This is an optimization exercise on Yosys and OpenROAD, whose aim is small area and a short achievable clock period, not a production implementation.
In this exercise RTL edits were held to simulation tests only and were not proved equivalent to the original.
The flow treats the clock pin as an ideal source, which a real chip does not have.
No activity file was given, so power comes from the tool's default toggle rates.

== lane 2 ==
// kiwi_backend
module kiwi_backend (
	input  logic         clk,
	input  logic         rst_n_i,
	input  logic [75:0]  issue_i,
	output logic [149:0] retire_o
);
Size in the first run: ~21000 cells after synthesis.
export LEC_CHECK = 0
export CAP_MARGIN = 30
export CELL_PAD_IN_SITES_DETAIL_PLACEMENT = 2
export CORE_MARGIN = 2
export CORE_UTILIZATION = 25
export CTS_CLUSTER_DIAMETER = 120
export CTS_CLUSTER_SIZE = 20
export PLACE_DENSITY = 0.36
export SETUP_SLACK_MARGIN = 2.5
export SLEW_MARGIN = 40
export SYNTH_HIERARCHICAL = 1
export TNS_END_PERCENT = 30
create_clock -name core_clock -period 6.0 [get_ports {clk}]
run.sh (not shown) runs the stock make flow with config.mk's settings and CLKGATE_MAP_FILE= SYNTH_SCRIPT=/design/flow/synth_recipe.tcl, a recipe that flattens the netlist after the stock synthesis.
Modified inputs, lane 5 compared to lane 2
Settings: CTS_CLUSTER_SIZE removed (was 20); CTS_CLUSTER_DIAMETER removed (was 120); CORE_UTILIZATION changed from 25 to 22; PLACE_DENSITY changed from 0.36 to 0.32.
## What came out
- Lane 5 ran to completion and came out clean on the timing, DRC and antenna checks.
- Compared with lane 2, lane 5 shows a lower global-route usage over all layers.
- Lane 5 vs. lane 2: combinational group power ~0 delta, setup slack of the critical path after layout -0.14 ns.
- Summary of lane 5 over lane 2: summed area of non-filler cells in the final layout rose by 5.1%; power of the clock network rose by about 70%; combinational cell fraction of total power fell by 4.3 points.
- Iteration count of the initial detailed-routing pass | lane 5 above lane 2
- The required time of the critical path in lane 5 sits 0.07 ns above the value recorded for lane 2.
- Lane 5 vs. lane 2: die area went up 0.097 sq mm, final wirelength grew by 5.3%.

---

Setup of job 9397:
Starting RTL as in the previous note.
Settings: LEC_CHECK=0, CAP_MARGIN=30, CELL_PAD_IN_SITES_DETAIL_PLACEMENT=2, CORE_MARGIN=2, CORE_UTILIZATION=22, PLACE_DENSITY=0.32, SETUP_SLACK_MARGIN=2.5, SLEW_MARGIN=40, SYNTH_HIERARCHICAL=1, TNS_END_PERCENT=30; clock period 6.0 ns.
standard.sh (not shown) runs the stock make flow with config.mk's settings and CLKGATE_MAP_FILE= SYNTH_SCRIPT=/design/flow/synth_recipe.tcl, a recipe that flattens the netlist after the stock synthesis.
==> flow/flow/run.sh <==
#!/bin/bash
# The standard layout (standard.sh), with two changes: the hook
# flow/pre_cts.tcl upsizes the port buffers and the registers that drive
# the output ports before clock tree synthesis, so that the timing repairs
# after CTS and global routing are not held up by the output paths; and up
# to 10 rounds of antenna repair after detailed routing (ORFS stops at 5).
# The full make output goes to flow_make.log here; ORFS keeps each step's
# log under orfs/logs.
set -euo pipefail
bash standard.sh PRE_CTS_TCL="$PWD/flow/pre_cts.tcl" MAX_REPAIR_ANTENNAS_ITER_DRT=10 finish > "$PWD/flow_make.log" 2>&1
==> flow/flow/pre_cts.tcl <==
# Upsize the buffers that buffer_ports put on the ports (it picks a slow delay
# buffer) and the registers that drive the output port buffers. Every port
# keeps its own buffer; the clock port has none and is left alone.
set own_db [ord::get_db]
set own_block [ord::get_db_block]
set own_buf [$own_db findMaster sky130_fd_sc_hd__buf_4]
set own_n 0
foreach bterm [$own_block getBTerms] {
  set net [$bterm getNet]
  if {$net == "NULL" || [$net getSigType] != "SIGNAL"} continue
  foreach it [$net getITerms] {
    set inst [$it getInst]
    set m [[$inst getMaster] getName]
    if {![string match "sky130_fd_sc_hd__clkdlybuf4s*" $m] && ![string match "sky130_fd_sc_hd__buf_*" $m]} continue
    $inst swapMaster $own_buf
    incr own_n
    if {[$bterm getIoType] != "OUTPUT"} continue
    # the register behind an output port buffer
    foreach it2 [$inst getITerms] {
      if {![$it2 isInputSignal]} continue
      set n2 [$it2 getNet]
      if {$n2 == "NULL"} continue
      foreach it3 [$n2 getITerms] {
        if {![$it3 isOutputSignal]} continue
        set d [$it3 getInst]
        set dm [[$d getMaster] getName]
        if {[regexp {^(sky130_fd_sc_hd__df[a-z]+)_[12]$} $dm -> base]} {
          $d swapMaster [$own_db findMaster ${base}_4]
          incr own_n
        }
      }
    }
  }
}
puts "pre_cts: resized $own_n port buffers and output registers"
[inputs] job 9162 vs job 9397
Settings: changing CORE_UTILIZATION from 22 to 25; setting CTS_CLUSTER_SIZE to 16 for the first time; changing SLEW_MARGIN from 40 to 30; changing PLACE_DENSITY from 0.32 to 0.36; changing CAP_MARGIN from 30 to 20; setting CTS_CLUSTER_DIAMETER to 100 for the first time.
==> flow/run.sh (new file) <==
#!/bin/bash
# synth_recipe.tcl (not shown) runs the flow's synth.tcl, then flattens the netlist and writes it again
# the make line also repeats each setting of config.mk as NAME=value (left out here)
make -C /OpenROAD-flow-scripts/flow DESIGN_CONFIG=/design/flow/config.mk WORK_HOME=/design/flow/orfs CLKGATE_MAP_FILE= SYNTH_SCRIPT=/design/flow/synth_recipe.tcl finish
removed: flow/flow/run.sh
removed: flow/flow/pre_cts.tcl
removed: flow/standard.sh
### Flow results
Re chip height: job 9162 is 6.2% down on job 9397. Summary — share of layout cells above drive strength 1, job 9162 relative to job 9397: lower, by 3.3 points. When job 9162 is measured against job 9397, its clock buffer count from CTS turns out 158 lower. Diff job 9397 -> job 9162: multi-input combinational cell count essentially unchanged; placed instance count decreased 1367.
For job 3258, these inputs were changed with respect to job 9162:
Settings: CAP_MARGIN changed from 20 to 30; CTS_CLUSTER_SIZE removed (was 16); CTS_CLUSTER_DIAMETER removed (was 100); SLEW_MARGIN changed from 30 to 40.
Notes after the runs:
Across both runs, register fraction of the total cell area was lower for job 3258 than for job 9162.
Area overhead of the layout relative to synthesis delta for job 3258 relative to job 9162: 3.7 points higher
Final antenna diode count was lower in job 3258 than in job 9162.
For job 3258, the worst setup path endpoint was g_lane[0].alu_lane_i.p_q[61], unlike job 9162, where it was g_lane[1].alu_lane_i.p_q[27].
On final worst slack, job 9162 and job 3258 are neck and neck.
Going from job 9162 to job 3258, total number of cells along the worst setup path grows by 1.
Summary: with job 9162 as the reference, design internal power in job 3258 moved up by more than 10%.
Here is what was changed in the inputs of job 9990 compared with job 3258.
Settings: an added CTS_CLUSTER_SIZE of 16; an added CTS_CLUSTER_DIAMETER of 100.
Comparing job 9990 against job 3258, there is no change at all in setup TNS. Compared to job 3258, job 9990 reaches a higher achievable clock. Compared job 9990 vs job 3258, and combinational fraction of design power is up in job 9990. Going from job 3258 to job 9990, cell internal power dissipation shrinks by about 14%. Job 9990 has more setup slack than job 3258. Compared with job 3258, job 9990 ends up with less cell area. Compared with job 3258, in job 9990 total design power now sits lower; via total after detailed routing went down; fraction of met3 tracks used by global routing held steady. Looking at global-route usage, job 9990 sits below job 3258.

[re-timing with driven ports]
In the flow no input, the clock included, has a driving cell. The finished layouts below were timed again as built, in two steps. Step 1: set_driving_cell puts a clkbuf_16 on clk and a buf_2 on each other input, an assumption about the parent block. Step 2, shift: input delay + t, output delay - t, t = (earliest + latest rising clock arrival at the registers) / 2. This alone moves slack from input paths to output paths. Slacks: ideal / step 1 / step 2; pairs: ideal / step 1.
run	t, ns	setup slack, ns	worst setup path at the end	slew at the worst register clock pin (ns)
lane 2	1.177	2.238 / 2.191 / 1.565	input to register	0.11 / 0.11
lane 5	1.237	2.097 / 2.097 / 1.535	input to register	0.08 / 0.08
job 9397	1.236	2.074 / 2.074 / 1.747	input to register	0.08 / 0.08
job 9162	1.246	2.131 / 2.131 / 1.573	input to register	0.10 / 0.10
job 3258	1.233	2.129 / 2.129 / 1.432	input to register	0.07 / 0.07
job 9990	1.200	2.145 / 2.145 / 1.583	input to register	0.09 / 0.09
After both steps setup and hold are still met in every run listed. For job 3258, which loses most, drivers alone change the setup slack by 0.000 ns; drivers and shift together by -0.697 ns.
